This is an optimization exercise on Yosys and OpenROAD, whose aim is a short achievable clock period and few clock cycles per item, not a production implementation. RTL that was checked went through simulation tests only; none was proved equivalent to the original. Power figures rest on the tool's default switching activity, not on a simulated workload.

==> inputs of run a <==
==> flow/design.v <==
module data_cache (
   input  logic        clk,
   input  logic        reset,
   input  logic        MemWrite,
   input  logic        MemRead,
   input  logic [31:0] addr,
   input  logic [31:0] wdata,
   output logic [31:0] rdata,
   output logic        memstall,
   output logic        mem_req,
   output logic        mem_we,
   output logic [31:0] mem_addr,
   output logic [31:0] mem_wdata,
   input  logic [31:0] mem_rdata,
   input  logic        mem_ack
);
   logic        s_idle_q, s_ref_q, s_wr_q, s_ret_q;
   logic        ackret_q;   
   logic        mem_req_q;
   logic        mem_we_q;
   logic [1:0]  x_q;        
   logic        sh_q;       
   logic [31:0] rdata_q;
   logic [31:0] wd_q;
   logic [63:0] wsel_q;     
   logic [15:0] valid_q;
   logic [23:0] tag_mem  [16];
   logic [31:0] data_mem [16][4];
   logic [3:0]  idx;
   logic [1:0]  off;
   logic [23:0] tag;
   logic        hit;
   logic [15:0] idx_oh;     
   logic [3:0]  off_oh;     
   logic [15:0] tag_eq;     
   logic [15:0][31:0] line_word;
   logic [31:0] rd_word;
   logic        wr_go;
   logic [31:0] wr_val;
   logic [1:0]  unused_addr_lsbs;
   assign idx = addr[7:4];
   assign off = addr[3:2];
   assign tag = addr[31:8];
   always_comb begin
      for (int i = 0; i < 16; i++) idx_oh[i] = (idx == i[3:0]);
      for (int w = 0; w < 4; w++) off_oh[w] = (off == w[1:0]);
   end
   for (genvar i = 0; i < 16; i++) begin : g_eq
      dc_eq24 u_eq (.a(tag_mem[i]), .b(tag), .eq(tag_eq[i]));
   end
   assign hit = |(idx_oh & valid_q & tag_eq);
   assign unused_addr_lsbs = addr[1:0];
   for (genvar i = 0; i < 16; i++) begin : g_line
      dc_sel4 u_sel (.d0(data_mem[i][0]), .d1(data_mem[i][1]), .d2(data_mem[i][2]),
                     .d3(data_mem[i][3]), .s(off_oh), .y(line_word[i]));
   end
   dc_sel16 u_rd_sel (.d(line_word), .s(idx_oh), .y(rd_word));
   assign rdata     = rdata_q;
   assign memstall  = !(s_ret_q || (ackret_q && mem_ack));
   assign mem_req   = mem_req_q || (s_idle_q && MemWrite && reset);
   assign mem_we    = mem_we_q;
   assign mem_addr  = {addr[31:4], off ^ x_q, 2'b00};
   assign mem_wdata = wdata;
   always_ff @(posedge clk or negedge reset) begin
      if (!reset) begin
         s_idle_q  <= 1'b1;
         s_ref_q   <= 1'b0;
         s_wr_q    <= 1'b0;
         s_ret_q   <= 1'b0;
         ackret_q  <= 1'b0;
         mem_req_q <= 1'b0;
         mem_we_q  <= 1'b1;
         x_q       <= 2'd0;
         valid_q   <= '0;
      end else begin
         if (s_idle_q) begin
            if (MemWrite) begin
               s_idle_q  <= 1'b0;
               s_wr_q    <= 1'b1;
               ackret_q  <= 1'b1;
               mem_req_q <= 1'b1;
            end else if (MemRead) begin
               s_idle_q <= 1'b0;
               if (hit) begin
                  s_ret_q <= 1'b1;
               end else begin
                  s_ref_q   <= 1'b1;
                  mem_req_q <= 1'b1;
                  mem_we_q  <= 1'b0;
               end
            end
         end
         if (s_ref_q && x_q == 2'd0) valid_q[idx] <= 1'b0;
         if (s_ref_q && mem_ack) begin
            x_q      <= {x_q[0], ~x_q[1]};
            ackret_q <= (x_q == 2'd3);
            if (x_q == 2'd2) begin
               s_ref_q      <= 1'b0;
               s_idle_q     <= 1'b1;
               mem_req_q    <= 1'b0;
               mem_we_q     <= 1'b1;
               valid_q[idx] <= 1'b1;
            end
         end
         if (s_wr_q && mem_ack) begin
            s_wr_q    <= 1'b0;
            s_idle_q  <= 1'b1;
            ackret_q  <= 1'b0;
            mem_req_q <= 1'b0;
         end
         if (s_ret_q) begin
            s_ret_q  <= 1'b0;
            s_idle_q <= 1'b1;
         end
      end
   end
   assign wr_go  = (s_ref_q && mem_ack) || sh_q;
   assign wr_val = s_ref_q ? mem_rdata : wd_q;
   always_ff @(posedge clk) begin
      sh_q <= 1'b0;
      if (s_idle_q) begin
         rdata_q <= rd_word;
         wd_q    <= wdata;
         for (int i = 0; i < 16; i++) wsel_q[4*i +: 4] <= idx_oh[i] ? off_oh : 4'd0;
         sh_q    <= MemWrite && hit;
      end
      if (s_ref_q && x_q == 2'd0) tag_mem[idx] <= tag;
      if (s_ref_q && mem_ack) begin
         if (x_q == 2'd0) rdata_q <= mem_rdata;
         for (int l = 0; l < 16; l++) begin
            for (int w = 0; w < 4; w++) begin
               wsel_q[4*l + w] <= wsel_q[4*l + (w ^ {1'b0, ~x_q[1] ^ x_q[0]} ^ {x_q[0] ^ x_q[1], 1'b0})];
            end
         end
      end
      for (int i = 0; i < 16; i++) begin
         for (int w = 0; w < 4; w++) begin
            if (wr_go && wsel_q[4*i + w]) data_mem[i][w] <= wr_val;
         end
      end
   end
endmodule
module dc_eq24 (
   input  logic [23:0] a,
   input  logic [23:0] b,
   output logic        eq
);
   assign eq = (a == b);
endmodule
module dc_sel4 (
   input  logic [31:0] d0,
   input  logic [31:0] d1,
   input  logic [31:0] d2,
   input  logic [31:0] d3,
   input  logic [3:0]  s,
   output logic [31:0] y
);
   assign y = ({32{s[0]}} & d0) | ({32{s[1]}} & d1) | ({32{s[2]}} & d2) | ({32{s[3]}} & d3);
endmodule
module dc_sel16 (
   input  logic [15:0][31:0] d,
   input  logic [15:0] s,
   output logic [31:0] y
);
   always_comb begin
      y = '0;
      for (int i = 0; i < 16; i++) y = y | ({32{s[i]}} & d[i]);
   end
endmodule
==> flow/run.sh <==
#!/bin/bash
# synth_recipe.tcl (not shown) runs the flow's synth.tcl, then flattens the netlist and writes it again
# the make line also repeats each setting of config.mk as NAME=value (left out here)
make -C /OpenROAD-flow-scripts/flow DESIGN_CONFIG=/design/flow/config.mk WORK_HOME=/design/flow/orfs CLKGATE_MAP_FILE= SYNTH_SCRIPT=/design/flow/synth_recipe.tcl finish
==> flow/config.mk <==
export PLATFORM = sky130hd
export DESIGN_NAME = data_cache
export DESIGN_NICKNAME = data_cache
export VERILOG_FILES = /design/flow/design.v
export SDC_FILE = /design/flow/constraint.sdc
export NUM_CORES = 4
export LEC_CHECK = 0
export ABC_CLOCK_PERIOD_IN_PS = 1500
export CAP_MARGIN = 20
export CORE_MARGIN = 2
export CORE_UTILIZATION = 70
export SETUP_SLACK_MARGIN = 3.5
export SLEW_MARGIN = 20
export SYNTH_HIERARCHICAL = 1
==> flow/constraint.sdc <==
create_clock -name core_clock -period 6.5 [get_ports {clk}]
set_input_delay 1.3000 -clock core_clock [delete_from_list [all_inputs] [get_ports {clk}]]
set_output_delay 1.3000 -clock core_clock [all_outputs]
set_load 0.01 [all_outputs]
==> inputs of run b, as changes to run a <==
==> flow/design.v, changed modules only <==
module data_cache (
   input  logic        clk,
   input  logic        reset,
   input  logic        MemWrite,
   input  logic        MemRead,
   input  logic [31:0] addr,
   input  logic [31:0] wdata,
   output logic [31:0] rdata,
   output logic        memstall,
   output logic        mem_req,
   output logic        mem_we,
   output logic [31:0] mem_addr,
   output logic [31:0] mem_wdata,
   input  logic [31:0] mem_rdata,
   input  logic        mem_ack
);
   logic        s_idle_q, s_ref_q, s_wr_q, s_ret_q;
   logic        ackret_q;   
   logic        mem_req_q;
   logic        mem_we_q;
   logic [1:0]  x_q;        
   logic        sh_q;       
   logic [31:0] rdata_q;
   logic [31:0] wd_q;
   logic [63:0] wsel_q;     
   logic [15:0] valid_q;
   logic [23:0] tag_mem  [16];
   logic [31:0] data_mem [16][4];
   logic [3:0]  idx;
   logic [1:0]  off;
   logic [23:0] tag;
   logic        hit;
   logic [31:0] line_word [16];
   logic [31:0] quad_word [4];
   logic [31:0] rd_word;
   logic        wr_go;
   logic [31:0] wr_val;
   logic [1:0]  unused_addr_lsbs;
   assign idx = addr[7:4];
   assign off = addr[3:2];
   assign tag = addr[31:8];
   assign hit = valid_q[idx] && (tag_mem[idx] == tag);
   assign unused_addr_lsbs = addr[1:0];
   for (genvar i = 0; i < 16; i++) begin : g_line
      dc_mux4 u_mux (.d0(data_mem[i][0]), .d1(data_mem[i][1]), .d2(data_mem[i][2]),
                     .d3(data_mem[i][3]), .sel(off), .y(line_word[i]));
   end
   for (genvar j = 0; j < 4; j++) begin : g_quad
      dc_mux4 u_mux (.d0(line_word[4*j]), .d1(line_word[4*j+1]), .d2(line_word[4*j+2]),
                     .d3(line_word[4*j+3]), .sel(idx[1:0]), .y(quad_word[j]));
   end
   dc_mux4 u_rd_mux (.d0(quad_word[0]), .d1(quad_word[1]), .d2(quad_word[2]),
                     .d3(quad_word[3]), .sel(idx[3:2]), .y(rd_word));
   assign rdata     = rdata_q;
   assign memstall  = !(s_ret_q || (ackret_q && mem_ack));
   assign mem_req   = mem_req_q || (s_idle_q && MemWrite && reset);
   assign mem_we    = mem_we_q;
   assign mem_addr  = {addr[31:4], off ^ x_q, 2'b00};
   assign mem_wdata = wdata;
   always_ff @(posedge clk or negedge reset) begin
      if (!reset) begin
         s_idle_q  <= 1'b1;
         s_ref_q   <= 1'b0;
         s_wr_q    <= 1'b0;
         s_ret_q   <= 1'b0;
         ackret_q  <= 1'b0;
         mem_req_q <= 1'b0;
         mem_we_q  <= 1'b1;
         x_q       <= 2'd0;
         valid_q   <= '0;
      end else begin
         if (s_idle_q) begin
            if (MemWrite) begin
               s_idle_q  <= 1'b0;
               s_wr_q    <= 1'b1;
               ackret_q  <= 1'b1;
               mem_req_q <= 1'b1;
            end else if (MemRead) begin
               s_idle_q <= 1'b0;
               if (hit) begin
                  s_ret_q <= 1'b1;
               end else begin
                  s_ref_q   <= 1'b1;
                  mem_req_q <= 1'b1;
                  mem_we_q  <= 1'b0;
               end
            end
         end
         if (s_ref_q && x_q == 2'd0) valid_q[idx] <= 1'b0;
         if (s_ref_q && mem_ack) begin
            x_q      <= {x_q[0], ~x_q[1]};
            ackret_q <= (x_q == 2'd3);
            if (x_q == 2'd2) begin
               s_ref_q      <= 1'b0;
               s_idle_q     <= 1'b1;
               mem_req_q    <= 1'b0;
               mem_we_q     <= 1'b1;
               valid_q[idx] <= 1'b1;
            end
         end
         if (s_wr_q && mem_ack) begin
            s_wr_q    <= 1'b0;
            s_idle_q  <= 1'b1;
            ackret_q  <= 1'b0;
            mem_req_q <= 1'b0;
         end
         if (s_ret_q) begin
            s_ret_q  <= 1'b0;
            s_idle_q <= 1'b1;
         end
      end
   end
   assign wr_go  = (s_ref_q && mem_ack) || sh_q;
   assign wr_val = s_ref_q ? mem_rdata : wd_q;
   always_ff @(posedge clk) begin
      sh_q <= 1'b0;
      if (s_idle_q) begin
         rdata_q <= rd_word;
         wd_q    <= wdata;
         wsel_q  <= 64'd1 << {idx, off};
         sh_q    <= MemWrite && hit;
      end
      if (s_ref_q && x_q == 2'd0) tag_mem[idx] <= tag;
      if (s_ref_q && mem_ack) begin
         if (x_q == 2'd0) rdata_q <= mem_rdata;
         for (int l = 0; l < 16; l++) begin
            for (int w = 0; w < 4; w++) begin
               wsel_q[4*l + w] <= wsel_q[4*l + (w ^ {1'b0, ~x_q[1] ^ x_q[0]} ^ {x_q[0] ^ x_q[1], 1'b0})];
            end
         end
      end
      for (int i = 0; i < 16; i++) begin
         for (int w = 0; w < 4; w++) begin
            if (wr_go && wsel_q[4*i + w]) data_mem[i][w] <= wr_val;
         end
      end
   end
endmodule
module dc_mux4 (
   input  logic [31:0] d0,
   input  logic [31:0] d1,
   input  logic [31:0] d2,
   input  logic [31:0] d3,
   input  logic [1:0]  sel,
   output logic [31:0] y
);
   always_comb begin
      unique case (sel)
         2'd0: y = d0;
         2'd1: y = d1;
         2'd2: y = d2;
         default: y = d3;
      endcase
   end
endmodule
// module dc_eq24 removed
// module dc_sel4 removed
// module dc_sel16 removed
==> notes.md <==
Combinational power: run b is larger than run a (about 16%). Of run b and run a, run a has the higher synthesized cell count (gap about 26%, measured against run a). Between run b and run a, the lower worst hold slack is in run a (gap 0.064 ns). Between run a and run b, the lower die area is in run a (gap about 2.5%, measured against run b). Run a went through all stages and came out clean. Run b completed without violations. Of run b and run a, run b has the higher design area (gap 3.6%, measured against run a). Against run a, the clock skew of run b is higher by 0.014 ns. Against run a, the final cell count of run b is lower by about 15%.
==> figures <==
Outcome: run b timing/DRC/antenna clean; run a timing/DRC/antenna clean
Total Nets Final: run b 4983; run a 6270
Internal power consumption: run b 26690 uW; run a 26150 uW
Worst hold slack: run b 0.5073 ns; run a 0.4437 ns
Arrival time worst endpoint: run b 4.10 ns; run a 1.84 ns
Wire length of the first global-routing pass: run b 382.0 mm; run a 378.0 mm
Total routed wire length on the met1 layer: run b 95.44 mm; run a 96.56 mm
Number of multi-input combinational cells: run b 1430; run a 2826
Slew at the pin with the worst max-slew slack: run b 1.241 ns; run a 1.163 ns
Fraction of met1 tracks used by global routing: run b 0.5384; run a 0.5047
Area of the core: run b 145200 um2; run a 141200 um2
Die area: run b 148700 um2; run a 145000 um2
Multiplexer area fraction after synthesis: run b 0.1884; run a 0.01340
Warnings, synthesis: run b 12; run a 10
Crit path buf inv count: run b 5; run a 3
Testbench counts of run b, summed over its fixed seeds: cycles 119,935, accesses 20,000.
The RTL of run a was laid out without a check of its function.

[port drivers added, routing unchanged]
How much do the figures lean on ideal ports? The routed layouts below were timed once more, with nothing changed but the port constraints.
Step 1, drivers: a clkbuf_16 drives clk and a buf_2 each remaining input, both assumed.
Step 2 also shifts input and output timing later by t, the mid clock arrival at the registers, as if the neighbouring blocks saw the same clock.
Slacks: ideal ports / drivers / drivers and shift; pairs: ideal ports / drivers.
| run | t (ns) | slack for setup (ns) | hold slack, ns | worst data-port slew with drivers (ns) |
|---|---|---|---|---|
| run a | 0.941 | 3.358 / 3.313 / 2.540 | 0.444 / 0.417 / 0.496 | 0.20 |
| run b | 0.964 | 3.146 / 2.844 / 1.880 | 0.507 / 0.507 / 0.507 | 0.52 |
After both steps setup and hold are still met in every run listed. The setup slack of run b, which loses most, moves by -0.302 ns with the drivers and by -1.266 ns with both steps.
